From an optimization exercise on the open Yosys and OpenROAD flow, aimed at small area, a short achievable clock period and few clock cycles per item; shortcuts taken in it are not production practice. Only simulation tests tie the RTL to the original design; equivalence was not proved. Power is estimated from default activity; no workload was simulated.

## run Y
==> flow/design.v (excerpt) <==
module t2_header_top (
    input  logic                clk,
    input  logic                rst_n,
    input  logic                zb_valid_i,
    input  t2_pkg::zb_t         zb_data_i,
    output logic                zb_ready_o,
    input  logic                pass_valid_i,
    input  t2_pkg::pass_t       pass_data_i,
    output logic                pass_ready_o,
    output logic                hdr_valid_o,
    output logic                hdr_last_o,
    output t2_pkg::field_t      hdr_data_o,
    output t2_pkg::bit_cnt_t    hdr_bit_cnt_o,
    output logic                hdr_insert_zero_o,
    input  logic                hdr_ready_i
);
Size in the first run: ~580 flip-flops, about 63 I/O pins, roughly 0.023 mm^2 of cells after synthesis.
clock: 5.5 ns
lec_check: 0
cap_margin: 20
core_margin: 2
core_utilization: 55
cts_cluster_diameter: 80
cts_cluster_size: 25
setup_slack_margin: 3.4
slew_margin: 20
run.sh (not shown) runs the stock make flow with config.mk's settings and CLKGATE_MAP_FILE= SYNTH_SCRIPT=/design/flow/synth_recipe.tcl, a recipe that flattens the netlist after the stock synthesis.
The final layout from run Y, which completed every stage, passed the timing, DRC and antenna checks at the end of the flow.
Testbench counts of run Y, summed over its fixed seeds: cycles 10,168, packets 64.
> inputs changed (run Y -> run G)
Settings: SETUP_SLACK_MARGIN: 3.4 -> 3.2.
==> run summary <==
- Run Y reports its highest signal layer in the routed design as met4 while run G reports met5.
- Between run Y and run G, worst hold slack is higher for run G, run Y comes in under that.
- Run G completed every stage of the flow, and the final layout passed the timing, DRC and antenna checks.
- Run G: part of the power in the clock network is 0.7 points lower than what run Y reported.
- Looking at post-CTS setup buffer count across run Y and run G, the one that comes out lower is run G.
- Changes observed in run G relative to run Y: share of power burned in combinational logic lower, utilization lower.
- Looking at met3 usage in global routing, run G sits 1.9 points higher than run Y does.
- [run G] achievable clock frequency rose 1.5% relative to run Y
- Between run Y and run G, the post-route worst setup slack is lower for run Y.
- In run G, the critical path depth came out 2 above the value in run Y.

* * *

== v6 ==
Starting RTL as in the previous note.
clock: 5.5 ns
lec_check: 0
abc_clock_period_in_ps: 2000
cap_margin: 20
core_margin: 2
core_utilization: 55
cts_cluster_diameter: 80
cts_cluster_size: 25
setup_slack_margin: 3.2
slew_margin: 20
v6 | status: complete | timing, DRC, antenna: pass
Testbench counts of v6, summed over its fixed seeds: cycles 10,168, packets 64.
Modified inputs, v7 compared to v6
# v6
export LEC_CHECK = 0
export ABC_CLOCK_PERIOD_IN_PS = 2000
export CAP_MARGIN = 20
export CORE_MARGIN = 2
export CORE_UTILIZATION = 55
export CTS_CLUSTER_DIAMETER = 80
export CTS_CLUSTER_SIZE = 25
export SETUP_SLACK_MARGIN = 3.2
export SLEW_MARGIN = 20
create_clock -name core_clock -period 5.5 [get_ports {clk}]
# v7
export LEC_CHECK = 0
export CAP_MARGIN = 20
export CORE_MARGIN = 2
export CORE_UTILIZATION = 65
export CTS_CLUSTER_DIAMETER = 80
export CTS_CLUSTER_SIZE = 25
export SETUP_SLACK_MARGIN = 3.2
export SLEW_MARGIN = 20
create_clock -name core_clock -period 5.5 [get_ports {clk}]
==> run summary <==
- No stage failed in v7, and the final checks on the layout all came back clean.
- Compared with v6, in v7 clock power share decreased 0.4 points; count of buffers not belonging to the clock network in the layout +3.
- Summary of v7 over v6: die area fell by 15%; design area stayed essentially flat; proportion of layout cells with a drive suffix above 1 rose by 0.36 points.
- Maximum fanout along the worst path ended up 17 lower on v7 than on v6.
- Looking at v6 and v7, the total power is a wash.

* * *

t2_header_top again, from the RTL that the note above started with.
==> flow/config.mk <==
export PLATFORM = sky130hd
export DESIGN_NAME = t2_header_top
export DESIGN_NICKNAME = t2_header_top
export VERILOG_FILES = /design/flow/design.v
export SDC_FILE = /design/flow/constraint.sdc
export NUM_CORES = 4
export LEC_CHECK = 0
export ABC_AREA = 1
export CAP_MARGIN = 20
export CORE_MARGIN = 2
export CORE_UTILIZATION = 55
export CTS_BUF_LIST = sky130_fd_sc_hd__clkbuf_8 sky130_fd_sc_hd__clkbuf_16
export CTS_CLUSTER_DIAMETER = 80
export CTS_CLUSTER_SIZE = 25
export SETUP_SLACK_MARGIN = 3.2
export SLEW_MARGIN = 20
==> flow/constraint.sdc <==
create_clock -name core_clock -period 5.5 [get_ports {clk}]
set_input_delay 1.1000 -clock core_clock [delete_from_list [all_inputs] [get_ports {clk}]]
set_output_delay 1.1000 -clock core_clock [all_outputs]
set_load 0.01 [all_outputs]
The starting point finished clean.
Testbench counts at the start, summed over its fixed seeds: cycles 10,168, packets 64.
Change:
- CTS_BUF_LIST: sky130_fd_sc_hd__clkbuf_8 sky130_fd_sc_hd__clkbuf_16 -> default
=> Fmax stays flat; cell area stays the same; worst hold slack stays flat; die area stays the same.

[afterwards: timing with drivers on the ports]
In the flow no input, the clock included, has a driving cell. The finished layouts below were timed again as built, in two steps.
Step 1 sets driving cells, clkbuf_16 on the clock port and buf_2 on the other inputs (assumed; they add their load-dependent delay and slew).
Step 2, shift: input delay + t, output delay - t, t = (earliest + latest rising clock arrival at the registers) / 2. This alone moves slack from input paths to output paths.
Three values: ideal, step 1, step 2; two values: the first two.
run | t, ns | slack for setup (ns) | worst register clock-pin slew, ns
run Y | 0.675 | 3.134 / 3.077 / 2.603 | 0.10 / 0.10
run G | 0.654 | 3.169 / 3.159 / 2.576 | 0.10 / 0.10
v6 | 0.654 | 3.169 / 3.159 / 2.576 | 0.10 / 0.10
v7 | 0.647 | 3.117 / 3.063 / 2.608 | 0.10 / 0.10
the first run of note 3 | 0.669 | 3.210 / 3.152 / 2.609 | 0.10 / 0.10
the second run of note 3 | 0.667 | 3.210 / 3.152 / 2.611 | 0.10 / 0.10
After both steps every run listed still meets setup and hold. The setup slack of the first run of note 3, which loses most, moves by -0.058 ns with the drivers and by -0.601 ns with both steps.
